This design comes from an exercise in tuning for small area on the open sky130 flow, not from production work. At most, simulation tests tie the RTL to the original design; equivalence was not proved. The clock port is modelled as an ideal driver; clocking choices that lean on that would not hold on a real chip. Power and IR drop assume default switching activity.

Design color_tracker, start of the top module:
module color_tracker #(
  parameter int SUM_BITS = 32  
) (
  input  logic        clk_pixel,
  input  logic        sys_rst,
  input  logic [15:0] pixel,
  input  logic [24:0] timing,
  input  logic [2:0]  channel_sel,
  input  logic [7:0]  lower_bound,
  input  logic [7:0]  upper_bound,
  input  logic [1:0]  bg_sel,
  input  logic [1:0]  target_sel,
  output logic [23:0] pixel_out,
  output logic [24:0] timing_out,
  output logic [10:0] x_com,
  output logic [9:0]  y_com,
  output logic        com_valid
);
  logic [15:0] pix_q1, pix_q2, pix_q3, pix_q4;
  logic [24:0] tim_q1, tim_q2, tim_q3, tim_q4, tim_q5;
  logic [2:0]  rst_hist;  
  logic        rst_recent;  
  logic        tim_keep;  
  logic [7:0]  luma, chroma, channel;
  logic        in_range;
  logic [15:0] bg_q;
  logic        mask_q;
  logic        sel_cb_q;  
  color_convert color_convert_i (
    .pixel  (pix_q4),
    .sel_cb (sel_cb_q),
    .luma   (luma),
    .chroma (chroma)
  );
  channel_threshold channel_threshold_i (
    .pixel       (pix_q4),
    .luma        (luma),
    .chroma      (chroma),
    .channel_sel (channel_sel),
    .lower_bound (lower_bound),
    .upper_bound (upper_bound),
    .channel     (channel),
    .in_range    (in_range)
  );
  always_ff @(posedge clk_pixel) begin
    pix_q1   <= pixel;
    pix_q2   <= pix_q1;
    pix_q3   <= pix_q2;
    pix_q4   <= pix_q3;
    tim_q1   <= timing;
    tim_q2   <= tim_q1;
    tim_q3   <= tim_q2;
    tim_q4   <= tim_q3;
    rst_hist   <= {rst_hist[1:0], sys_rst};
  ...
Size in the first run: roughly 1100 cells after synthesis, ~140 I/O pins, ~14000 um^2 of cells after synthesis.
Settings: LEC_CHECK=0, CAP_MARGIN=20, CORE_MARGIN=2, CORE_UTILIZATION=40, CTS_BUF_LIST=sky130_fd_sc_hd__clkbuf_16, CTS_CLUSTER_DIAMETER=100, CTS_CLUSTER_SIZE=30, PLACE_DENSITY=0.6, SLEW_MARGIN=20, SYNTH_HIERARCHICAL=1; clock period 6.7 ns.
standard.sh (not shown) runs the stock make flow with config.mk's settings and CLKGATE_MAP_FILE= SYNTH_SCRIPT=/design/flow/synth_recipe.tcl, a recipe that flattens the netlist after the stock synthesis.
==> flow/flow/run.sh <==
#!/bin/bash
# The standard layout (standard synthesis and ORFS flow), with these changes:
# the port buffers use the smallest buffer cell instead of the default pick;
# after the post-placement repair and after clock tree synthesis, cells on
# paths with slack are downsized; clock tree synthesis adds no dummy loads.
set -uo pipefail
export BUFFER_PORTS_ARGS="-buffer_cell sky130_fd_sc_hd__buf_1"
export POST_RESIZE_TCL="$PWD/flow/recover.tcl"
export POST_CTS_TCL="$PWD/flow/recover_cts.tcl"
export CTS_ARGS="-sink_clustering_enable -repair_clock_nets -sink_clustering_size 30 -sink_clustering_max_diameter 100 -buf_list sky130_fd_sc_hd__clkbuf_16 -dont_use_dummy_load"
bash standard.sh finish > standard_flow.log 2>&1
==> flow/flow/recover.tcl <==
# after global placement and its design repair: give back area on paths with
# timing slack by downsizing cells
puts "recover: area before [sta::format_area [rsz::design_area] 0]"
repair_timing -recover_power 100 -verbose
puts "recover: area after [sta::format_area [rsz::design_area] 0]"
==> flow/flow/recover_cts.tcl <==
# after clock tree synthesis and its timing repair: give back area on paths
# with timing slack by downsizing cells, then legalize the placement again
puts "recover: area before [sta::format_area [rsz::design_area] 0]"
estimate_parasitics -placement
repair_timing -recover_power 100 -verbose
detailed_placement
check_placement -verbose
puts "recover: area after [sta::format_area [rsz::design_area] 0]"
Next try:
--- a/flow/flow/run.sh
+++ b/flow/flow/run.sh
@@ -10 +10 @@
-export CTS_ARGS="-sink_clustering_enable -repair_clock_nets -sink_clustering_size 30 -sink_clustering_max_diameter 100 -buf_list sky130_fd_sc_hd__clkbuf_16 -dont_use_dummy_load"
+export CTS_ARGS="-sink_clustering_enable -repair_clock_nets -sink_clustering_size 16 -sink_clustering_max_diameter 80 -buf_list sky130_fd_sc_hd__clkbuf_8 -dont_use_dummy_load"
Settings changed: CORE_UTILIZATION 40 to 50, CTS_BUF_LIST sky130_fd_sc_hd__clkbuf_16 to sky130_fd_sc_hd__clkbuf_8, CTS_CLUSTER_DIAMETER 100 to 80, CTS_CLUSTER_SIZE 30 to 16, PLACE_DENSITY 0.6 to 0.8.
Cell area drops by 0.73%. Die area went down by about 20%. Combinational power hardly moves.
Next try:
Settings changed: CORE_UTILIZATION 50 to 40, PLACE_DENSITY 0.8 to 0.6.
The changed run produced a clean layout; sequential share of layout area went down by 0.21 points; hold slack degrades by 0.046 ns; worst setup slack improved by 0.093 ns; clock power climbs by about 4%; design area climbs by about 0.5%; routed wire length went up by about 6.5%; total power grows by 1.4%; area after synthesis stays the same; count of clock-buffer cells in the layout climbs by 1.
Next try:
==> flow/flow/run.sh (replaced) <==
#!/bin/bash
# The standard layout (standard synthesis and ORFS flow), with two changes:
# the port buffers use the smallest buffer cell instead of the default pick,
# and after the post-placement repair and after clock tree synthesis, cells on
# paths with slack are downsized.
set -uo pipefail
export BUFFER_PORTS_ARGS="-buffer_cell sky130_fd_sc_hd__buf_1"
export POST_RESIZE_TCL="$PWD/flow/recover.tcl"
export POST_CTS_TCL="$PWD/flow/recover_cts.tcl"
bash standard.sh finish > standard_flow.log 2>&1
=> Final area rises by 0.62%. Power rises by 1.8%. Hold slack gets better by 0.042 ns.
Next try:
Settings changed: GPL_ROUTABILITY_DRIVEN from default to 0, GPL_TIMING_DRIVEN from default to 0.
=> Global-route usage went down by 0.30 points. Clock-buffer cell count stays the same. Core utilization stays flat. Register-to-register slack is worse by 0.12 ns. Worst setup slack got worse by 0.12 ns. Design area is about the same. Routed wire length drops by 0.97%. Fmax fell by 1.9%.


Setup of job 2537:
Another version of the RTL of color_tracker (not shown whole).
Size: ~1300 cells after synthesis, about 14000 µm² of cells after synthesis.
==> flow/config.mk <==
export PLATFORM = sky130hd
export DESIGN_NAME = color_tracker
export DESIGN_NICKNAME = color_tracker
export VERILOG_FILES = /design/flow/design.v
export SDC_FILE = /design/flow/constraint.sdc
export NUM_CORES = 4
export LEC_CHECK = 0
export CAP_MARGIN = 20
export CORE_MARGIN = 2
export CORE_UTILIZATION = 40
export CTS_BUF_LIST = sky130_fd_sc_hd__clkbuf_8
export CTS_CLUSTER_DIAMETER = 100
export CTS_CLUSTER_SIZE = 18
export PLACE_DENSITY = 0.6
export SLEW_MARGIN = 20
export SYNTH_HIERARCHICAL = 1
==> flow/constraint.sdc <==
create_clock -name core_clock -period 6.7 [get_ports {clk_pixel}]
set_input_delay 1.3400 -clock core_clock [delete_from_list [all_inputs] [get_ports {clk_pixel}]]
set_output_delay 1.3400 -clock core_clock [all_outputs]
set_load 0.01 [all_outputs]
==> flow/flow/run.sh <==
#!/bin/bash
# The standard layout (standard synthesis and ORFS flow), with two changes:
# the port buffers use the smallest buffer cell instead of the default pick,
# and after the post-placement repair and after clock tree synthesis, cells on
# paths with slack are downsized.
set -uo pipefail
export BUFFER_PORTS_ARGS="-buffer_cell sky130_fd_sc_hd__buf_1"
export POST_RESIZE_TCL="$PWD/flow/recover.tcl"
export POST_CTS_TCL="$PWD/flow/recover_cts.tcl"
bash standard.sh finish > standard_flow.log 2>&1
Scripts as last shown in full above: flow/flow/recover.tcl, flow/flow/recover_cts.tcl
Inputs modified between job 2537 and job 3386:
--- a/flow/config.mk
+++ b/flow/config.mk
@@ -11,4 +11,4 @@
 export CTS_BUF_LIST = sky130_fd_sc_hd__clkbuf_8
-export CTS_CLUSTER_DIAMETER = 100
-export CTS_CLUSTER_SIZE = 18
+export CTS_CLUSTER_DIAMETER = 80
+export CTS_CLUSTER_SIZE = 16
 export PLACE_DENSITY = 0.6
### Flow results
Clock distribution area overhead in the final layout in job 3386 vs job 2537: up 0.70 points. Job 3386 and job 2537 ended up with nearly the same fraction of the cycle the final worst path needs. Changes observed in job 3386 relative to job 2537: number of ordinary inverters in the final layout stayed essentially flat, count of multi-input gates neither gained nor lost much, number of nets in the layout flat. Looking at job 3386 and job 2537, the maximum frequency is a wash. Job 2537 -> job 3386: post-synthesis sequential area ratio delta 0, exact match. Comparing job 3386 with job 2537, the non-clock buffering overhead in the final layout came out essentially unchanged. Wire length essentially unchanged between job 3386 and job 2537. Setup slack in job 3386 is larger than in job 2537. Relative to job 2537, clock network fraction of total power increased by 1.9 points in job 3386.
Setup changes, job 3386 to job 9695
--- a/flow/config.mk
+++ b/flow/config.mk
@@ -7,3 +7,3 @@
 export LEC_CHECK = 0
-export CAP_MARGIN = 20
+export CAP_MARGIN = 0
 export CORE_MARGIN = 2
@@ -14,3 +14,3 @@
 export PLACE_DENSITY = 0.6
-export SLEW_MARGIN = 20
+export SLEW_MARGIN = 0
 export SYNTH_HIERARCHICAL = 1
==> comparison <==
Initial standard-cell utilization of the core: job 3386 vs job 9695, no meaningful difference
Worst-path maximum fanout across job 9695 and job 3386: no real change.
Signed area change from the synthesized netlist to the final layout across job 9695 and job 3386: no real change.
Job 9695: setup slack after layout is 0.015 ns higher than what job 3386 reported.
For total via count after detailed routing, job 9695 and job 3386 come out practically identical.
On fraction of the cycle the final worst path needs, the lower figure sits with job 9695, not job 3386.
Cell count: job 3386 vs job 9695 — no meaningful difference
Side by side, wire length on met3 turned out higher in job 9695 than in job 3386.
As far as layout clock buffer count goes, job 3386 and job 9695 are indistinguishable; the numbers are identical.
Job 9695 and job 3386 ended up with nearly the same power.


Another version of the RTL of color_tracker (not shown whole).
Size: roughly 1200 cells after synthesis, ~140 I/O pins, roughly 15000 µm² of cells after synthesis.
make LEC_CHECK=0 CAP_MARGIN=20 CORE_MARGIN=2 CORE_UTILIZATION=40 CTS_BUF_LIST='sky130_fd_sc_hd__clkbuf_4 sky130_fd_sc_hd__clkbuf_8' PLACE_DENSITY=0.6 SLEW_MARGIN=20 SYNTH_HIERARCHICAL=1 finish   # period 6.7 ns
run.sh (not shown) runs the stock make flow with config.mk's settings and CLKGATE_MAP_FILE= SYNTH_SCRIPT=/design/flow/synth_recipe.tcl, a recipe that flattens the netlist after the stock synthesis.
Stock flow here: none of the scripts above is used.
The baseline finished but failed the layout checks on negative setup slack.
==> next run, changes <==
- CTS_BUF_LIST: sky130_fd_sc_hd__clkbuf_4 sky130_fd_sc_hd__clkbuf_8 -> default
The new run reached the layout checks and failed them: negative setup slack.
Synthesized cell count stays the same.
Routed wire length went down by 0.66%.
Power drops by 3.7%.
Fmax decreases by 0.96%.
Design area goes down by 1.3%.
Register-to-register slack is worse by 0.07 ns.
No functional check of the RTL was part of any run of this note.

-- re-timing with driven ports --
Ports are ideal in the flow. The routed layouts listed here were re-timed in OpenROAD.
Step 1 (the two cells are an assumption about what drives the block):
set clk [get_ports {clk_pixel}]
set_driving_cell -lib_cell sky130_fd_sc_hd__clkbuf_16 $clk
set_driving_cell -lib_cell sky130_fd_sc_hd__buf_2 [delete_from_list [all_inputs] $clk]
Step 2 also shifts input and output timing later by t, the mid clock arrival at the registers, as if the neighbouring blocks saw the same clock.
Slacks: no drivers / after step 1 / after step 2; pairs: no drivers / after step 1.
| run | shift t [ns] | setup WS [ns] | worst slew at a driven data input, ns |
|---|---|---|---|
| the first run of note 1 | 0.516 | 0.375 / 0.375 / 0.375 | 0.06 |
| the second run of note 1 | 0.578 | 0.279 / 0.279 / 0.279 | 0.07 |
| the third run of note 1 | 0.608 | 0.372 / 0.372 / 0.372 | 0.07 |
| the fourth run of note 1 | 0.641 | 0.403 / 0.403 / 0.403 | 0.05 |
| the fifth run of note 1 | 0.615 | 0.279 / 0.279 / 0.279 | 0.05 |
| job 2537 | 0.612 | 0.356 / 0.356 / 0.356 | 0.05 |
| job 3386 | 0.625 | 0.364 / 0.364 / 0.364 | 0.04 |
| job 9695 | 0.623 | 0.379 / 0.379 / 0.379 | 0.04 |
| the first run of note 3 | 0.649 | -0.318 / -0.318 / -0.318 | 0.05 |
| the second run of note 3 | 0.570 | -0.386 / -0.386 / -0.386 | 0.05 |
